This is an optimization exercise on Yosys and OpenROAD, whose aim is small area, not a production implementation.
Where RTL was checked, it was by simulation tests only, not by an equivalence proof against the original.
Power figures rest on the tool's default switching activity, not on a simulated workload.

Design rgb_led_array_pwm, start of the top module:
module rgb_led_array_pwm #(
  parameter int P_LED_NUM = 4,
  parameter int P_DUTY_W  = 8,
  parameter int P_CE_DIV  = 4,
  parameter int P_CE_W    = 2,
  parameter int P_SPD_W   = 10,
  parameter int P_PHASE   = 192
) (
  input  logic                 I_CLK_100MHZ,
  input  logic                 I_RST,
  input  logic [1:0]           I_MODE,
  input  logic [P_SPD_W-1:0]   I_SPEED,
  input  logic [P_DUTY_W-1:0]  I_BRIGHTNESS,
  input  logic                 I_INVERTED,
  input  logic [P_DUTY_W-1:0]  I_FIX_R,
  input  logic [P_DUTY_W-1:0]  I_FIX_G,
  input  logic [P_DUTY_W-1:0]  I_FIX_B,
  output logic [P_LED_NUM-1:0] O_LED_R,
  output logic [P_LED_NUM-1:0] O_LED_G,
  output logic [P_LED_NUM-1:0] O_LED_B,
  output logic                 O_FRAME,
  output logic [3:0]           O_STATUS
);
  function automatic logic gtc(input logic a, input logic b, input logic g);
    gtc = (a & ~b) | ((a | ~b) & g);
  endfunction
  function automatic logic gt8(input logic [7:0] a, input logic [7:0] b);
    gt8 = 1'b0;
    for (int i = 0; i < 8; i++) gt8 = gtc(a[i], b[i], gt8);
  endfunction
  function automatic logic gt6(input logic [5:0] a, input logic [5:0] b);
    gt6 = 1'b0;
    for (int i = 0; i < 6; i++) gt6 = gtc(a[i], b[i], gt6);
  endfunction
  function automatic logic [7:0] inc8(input logic [7:0] a);
    logic c;
    c = 1'b1;
    for (int i = 0; i < 8; i++) begin inc8[i] = a[i] ^ c; c = a[i] & c; end
  endfunction
  logic [1:0]  ce_cnt_r;
  logic [7:0]  pwm_cnt_r;
  logic [7:0]  pwm_inc_s;
  logic        frame_r;
  ...
Size: about 820 cells after synthesis, about 64 I/O pins, ~7300 sq um of cells after synthesis.
==> flow/config.mk <==
export PLATFORM = sky130hd
export DESIGN_NAME = rgb_led_array_pwm
export DESIGN_NICKNAME = rgb_led_array_pwm
export VERILOG_FILES = /design/flow/design.v
export SDC_FILE = /design/flow/constraint.sdc
export NUM_CORES = 4
export LEC_CHECK = 0
export ABC_AREA = 1
export CAP_MARGIN = 20
export CORE_MARGIN = 2
export CORE_UTILIZATION = 45
export PLACE_DENSITY = 0.6
export SLEW_MARGIN = 20
==> flow/constraint.sdc <==
create_clock -name core_clock -period 13.0 [get_ports {I_CLK_100MHZ}]
set_input_delay 2.6000 -clock core_clock [delete_from_list [all_inputs] [get_ports {I_CLK_100MHZ}]]
set_output_delay 2.6000 -clock core_clock [all_outputs]
set_load 0.01 [all_outputs]
standard.sh (not shown) runs the stock make flow with config.mk's settings and CLKGATE_MAP_FILE= SYNTH_SCRIPT=/design/flow/synth_recipe.tcl, a recipe that flattens the netlist after the stock synthesis.
==> flow/flow/run.sh <==
#!/bin/bash
# The standard layout (standard.sh) with these changes:
#  - synthesis maps the logic with the area-oriented ABC script in
#    flow/abc_area.script (a copy of ORFS's scripts folder with that one file
#    replaced; everything before and after ABC, registers included, is the
#    standard synthesis)
#  - ports are buffered with the plain sky130_fd_sc_hd__buf_1 cell
#  - clock tree synthesis with clkbuf_8 buffers and no dummy loads
set -euo pipefail
rm -rf scripts_local
cp -r "$FLOW_HOME/scripts" scripts_local
cp flow/abc_area.script scripts_local/abc_area.script
SCRIPTS_DIR="$PWD/scripts_local" ABC_AREA=1 bash standard.sh synth > synth_run.log 2>&1
rm -rf scripts_local
export BUFFER_PORTS_ARGS="-buffer_cell sky130_fd_sc_hd__buf_1"
export CTS_ARGS="-sink_clustering_enable -repair_clock_nets -dont_use_dummy_load -buf_list sky130_fd_sc_hd__clkbuf_8 -root_buf sky130_fd_sc_hd__clkbuf_8"
bash standard.sh > layout_run.log 2>&1
==> flow/flow/abc_area.script <==
strash
&get -n
&deepsyn -T 20 -S 7
&put
dch -f
amap
topo
==> next run, changes <==
--- a/flow/design.v
+++ b/flow/design.v
@@ -24,46 +24,48 @@
   function automatic logic gtc(input logic a, input logic b, input logic g);
     gtc = (a & ~b) | ((a | ~b) & g);
   endfunction
   function automatic logic gt8(input logic [7:0] a, input logic [7:0] b);
     gt8 = 1'b0;
     for (int i = 0; i < 8; i++) gt8 = gtc(a[i], b[i], gt8);
   endfunction
   function automatic logic gt6(input logic [5:0] a, input logic [5:0] b);
     gt6 = 1'b0;
     for (int i = 0; i < 6; i++) gt6 = gtc(a[i], b[i], gt6);
   endfunction
-  function automatic logic [7:0] inc8(input logic [7:0] a);
-    logic c;
-    c = 1'b1;
-    for (int i = 0; i < 8; i++) begin inc8[i] = a[i] ^ c; c = a[i] & c; end
-  endfunction
   logic [1:0]  ce_cnt_r;
-  logic [7:0]  pwm_cnt_r;
-  logic [7:0]  pwm_inc_s;
+  logic [7:0]  pwm1_r;       
+  logic [7:0]  pwm1_nxt_s;
   logic        frame_r;
   logic        ce_s, ce0_s, pre_s, frame_s, pwm_last_s;
   assign ce_s       = (ce_cnt_r == 2'd3);
   assign ce0_s      = (ce_cnt_r == 2'd0);
-  assign pwm_last_s = (pwm_cnt_r == 8'd254);
+  assign pwm_last_s = &pwm1_r;
   assign frame_s    = ce_s && pwm_last_s;
   assign pre_s      = (ce_cnt_r == 2'd2) && pwm_last_s;
-  assign pwm_inc_s  = inc8(pwm_cnt_r);
+  always_comb begin
+    logic c;
+    c = ce_s;
+    for (int i = 0; i < 8; i++) begin
+      pwm1_nxt_s[i] = pwm1_r[i] ^ c;
+      c = pwm1_r[i] & c;
+    end
+    if (frame_s) pwm1_nxt_s = 8'd1;
+  end
   always_ff @(posedge I_CLK_100MHZ or posedge I_RST) begin
     if (I_RST) ce_cnt_r <= 2'd0;
     else       ce_cnt_r <= {ce_cnt_r[1] ^ ce_cnt_r[0], ~ce_cnt_r[0]};
   end
   always_ff @(posedge I_CLK_100MHZ or posedge I_RST) begin
-    if (I_RST)        pwm_cnt_r <= 8'd0;
-    else if (frame_s) pwm_cnt_r <= 8'd0;
-    else if (ce_s)    pwm_cnt_r <= pwm_inc_s;
+    if (I_RST) pwm1_r <= 8'd1;
+    else       pwm1_r <= pwm1_nxt_s;
   end
   always_ff @(posedge I_CLK_100MHZ or posedge I_RST) begin
     if (I_RST) frame_r <= 1'b0;
     else       frame_r <= frame_s;
   end
   logic [9:0]  step_cnt_r;
   logic [9:0]  step_inc_s;
   logic        step_cy_s, step_ge_s;
   logic        spd_nz_s, step_s;
   logic [9:0]  hue_r;
   logic [1:0]  mode_r;
@@ -220,23 +222,23 @@
       8'd10: begin tq_s = 4'd1;  tr_s = 4'd4; end
       8'd11: begin tq_s = 4'd1;  tr_s = 4'd3; end
       8'd12: begin tq_s = 4'd1;  tr_s = 4'd2; end
       8'd13: begin tq_s = 4'd1;  tr_s = 4'd1; end
       8'd14: begin tq_s = 4'd1;  tr_s = 4'd0; end
       default: begin tq_s = 4'd0; tr_s = 4'd15; end
     endcase
   end
   assign sat_s = &q_r;
   assign ndvs_s = pre_s ? ~kb_in_s : nkb_r;
   assign rin_s = pre_s ? {4'd0, tr_s} :
-                 ce0_s ? (sat_s ? ~nkb_r : pwm_inc_s) :
+                 ce0_s ? (sat_s ? ~nkb_r : pwm1_r) :
                  rem_r;
   function automatic logic [8:0] dstep(input logic [7:0] r, input logic [7:0] ndv);
     logic [8:0] t, nd, s;
     logic       c;
     t  = {r, 1'b1};
     nd = {1'b1, ndv};
     c  = 1'b0;
     for (int i = 0; i < 9; i++) begin
       s[i] = t[i] ^ nd[i] ^ c;
       c    = (t[i] & nd[i]) | (t[i] & c) | (nd[i] & c);
     end
After rerunning: Sequential share of layout area grows by 0.27 points; worst setup slack loses 36 ps; clock power barely changes; count of clock-buffer cells in the layout does not change; synthesized area decreases by 0.36%.
Only the layout flow was run in the second run of this note; the RTL was not checked for function there.

[afterwards: timing with drivers on the ports]
The flow's constraints put no driver on any port. The routed layouts listed below were extracted and timed again, unchanged, in two steps. Step 1 assumes that a clkbuf_16 drives the clock port and a buf_2 every other input. Step 2 also shifts input and output timing later by t, the mid clock arrival at the registers, as if the neighbouring blocks saw the same clock. Three values: no drivers, after step 1, after step 2; two values: the first two.
| run | t (ns) | setup slack, ns | hold WS [ns] | worst setup path after step 2 | pins driven straight from the clock port |
|---|---|---|---|---|---|
| the first run | 0.414 | 2.421 / 2.433 / 2.018 | 0.396 / 0.396 / 0.396 | input to register | 1 |
| the second run | 0.414 | 2.385 / 2.402 / 1.987 | 0.440 / 0.440 / 0.440 | input to register | 1 |
After both steps setup and hold are still met in every run listed. For the first run, which loses most, drivers alone change the setup slack by +0.012 ns; drivers and shift together by -0.403 ns.
